Context: an optimization exercise on an open-source flow, tuned for small area and a short achievable clock period. The choices shown serve that exercise and are no tape-out recipe.
The RTL was checked by simulation tests, not by an equivalence proof against the original design.
Power figures rest on the tool's default switching activity, not on a simulated workload.

Setup of before:
==> flow/design.v (excerpt) <==
module vc_dds_top
(
  input  logic                    clk_user_bufg,
  input  logic                    rst_glb,
  input  logic                    cfg_wr,           
  input  logic [85:0]             cfg,              
  output logic [16-1:0] sample,           
  output logic                    sample_valid,
  output logic [10-1:0]    dac_fsc           
);
  vc_dds_pkg::vc_cfg_t             cfg_s;
  logic                            tri_en;
  logic                            saw_en;
  logic [32-1:0]          freq_word;
  logic [16-1:0]         amp;
  logic [16-1:0]         dc_offset;
  logic [32/2:0]          phase_top;       
  logic [16-1:0]         shape;
  logic                            written_q;       
  logic [3:0]                      valid_q;
  assign cfg_s = cfg;
  vc_dds_cfg_reg u_cfg_reg (
    .clk_user_bufg (clk_user_bufg),
    .rst_glb       (rst_glb),
    .cfg_wr        (cfg_wr),
    .cfg           (cfg_s),
    .tri_en        (tri_en),
  ...
Size in the first run: ~1500 cells after synthesis, ~330 flip-flops, about 120 I/O pins, ~0.017 mm² of cells after synthesis.
clock: 5.5 ns
lec_check: 0
cap_margin: 20
core_margin: 2
core_utilization: 60
cts_cluster_diameter: 100
cts_cluster_size: 25
place_density: 0.75
setup_slack_margin: 3.2
slew_margin: 20
tns_end_percent: 10
standard.sh (not shown) runs the stock make flow with config.mk's settings and CLKGATE_MAP_FILE= SYNTH_SCRIPT=/design/flow/synth_recipe.tcl, a recipe that flattens the netlist after the stock synthesis.
==> flow/flow/run.sh <==
#!/bin/bash
# Standard ORFS layout, except that the port buffers are the smallest plain
# buffer instead of the default delay-buffer cell. Each tool's output is kept
# by ORFS under orfs/logs/; make's own output goes to flow_make.log.
set -euo pipefail
export BUFFER_PORTS_ARGS="-buffer_cell sky130_fd_sc_hd__buf_1"
bash standard.sh finish > flow_make.log 2>&1
before closes out successfully: all stages finished, all timing, DRC and antenna checks passed.
#### Input delta (after over before)
Settings: SETUP_SLACK_MARGIN now 3.1, was 3.2; TNS_END_PERCENT no longer set, was 10.
[summary]
- The data arrival at the endpoint of the critical path was comparable across after and before.
- Standby leakage power: before vs after — no meaningful difference
- Summary: with before as the reference, non-clock buffer count in the final layout in after moved down by a few percent.
- Launch point of the worst path: u_cfg_reg.dac_fsc[9] -> before, u_cfg_reg.dac_fsc[0] -> after
- | sequential share of layout area | before vs after | ≈ equal |
- Changes observed in after relative to before: starting DRC count in detailed routing lost 139; power share of the combinational group neither gained nor lost much; post-route antenna net violation count neither gained nor lost much.
- Diff before..after | hold slack | negligible
- In summary, after completed successfully, with a layout that passed the timing, DRC and antenna checks.

========
== main ==
vc_dds_top again, from the RTL that the note above started with.
==> flow/config.mk <==
export PLATFORM = sky130hd
export DESIGN_NAME = vc_dds_top
export DESIGN_NICKNAME = vc_dds_top
export VERILOG_FILES = /design/flow/design.v
export SDC_FILE = /design/flow/constraint.sdc
export NUM_CORES = 4
export LEC_CHECK = 0
export CAP_MARGIN = 20
export CORE_MARGIN = 2
export CORE_UTILIZATION = 40
export CTS_CLUSTER_DIAMETER = 100
export CTS_CLUSTER_SIZE = 25
export SETUP_SLACK_MARGIN = 3.1
export SLEW_MARGIN = 20
==> flow/constraint.sdc <==
create_clock -name core_clock -period 5.5 [get_ports {clk_user_bufg}]
set_input_delay 1.1000 -clock core_clock [delete_from_list [all_inputs] [get_ports {clk_user_bufg}]]
set_output_delay 1.1000 -clock core_clock [all_outputs]
set_load 0.01 [all_outputs]
Scripts as last shown in full above: flow/flow/run.sh
### main -> the feature branch
- SETUP_SLACK_MARGIN: 3.1 -> 3.3
[summary]
- The feature branch: full flow OK, the timing, DRC and antenna checks passed
- The feature branch vs main: number of post-CTS setup repair buffers up
- Compared with main, in the feature branch clock-buffer cell count fell by 12%; fraction of layout cells with a size suffix above 1 higher; count of plain and timing-repair buffers in the layout saw an increase.
- Looking at launching element of the worst setup path, the u_amp_offset.dly_q[0][16] result is from the feature branch; the u_cfg_reg.freq_word[1] one comes from main.
- Compared to main, the feature branch has setup slack 20 ps higher.
- Delta (the feature branch minus main): critical path depth fell by 4; power share of the combinational group rose by 1.4 points.
- Side by side, cell count turned out higher in the feature branch than in main.
- Between main and the feature branch, the flow reports total non-filler cell area in the finished layout increasing by a few percent.

## what the ideal ports hide
No port has a modelled driver above. Below, the same layouts with a new extraction and two added sets of constraints. Step 1 assumes that a clkbuf_16 drives the clock port and a buf_2 every other input. Step 2 moves the port delays by t, midway between the first and last clock arrival at a register: inputs arrive t later, outputs are due t later. That takes back most of the time a late clock gives input paths. a / b / c = no drivers / after step 1 / after step 2; a / b = the first two.
| run | shift t [ns] | slack for setup (ns) | latest minus earliest clock arrival (ns) | worst register clock-pin slew, ns |
|---|---|---|---|---|
| before | 0.559 | 3.177 / 3.126 / 2.823 | 0.030 / 0.031 | 0.10 / 0.10 |
| after | 0.558 | 3.175 / 3.125 / 2.818 | 0.028 / 0.028 | 0.10 / 0.10 |
| main | 0.561 | 3.170 / 3.131 / 2.877 | 0.016 / 0.015 | 0.11 / 0.11 |
| the feature branch | 0.563 | 3.190 / 3.138 / 2.861 | 0.026 / 0.026 | 0.10 / 0.10 |
After both steps setup and hold are still met in every run listed. The setup slack of after, which loses most, moves by -0.050 ns with the drivers and by -0.357 ns with both steps.
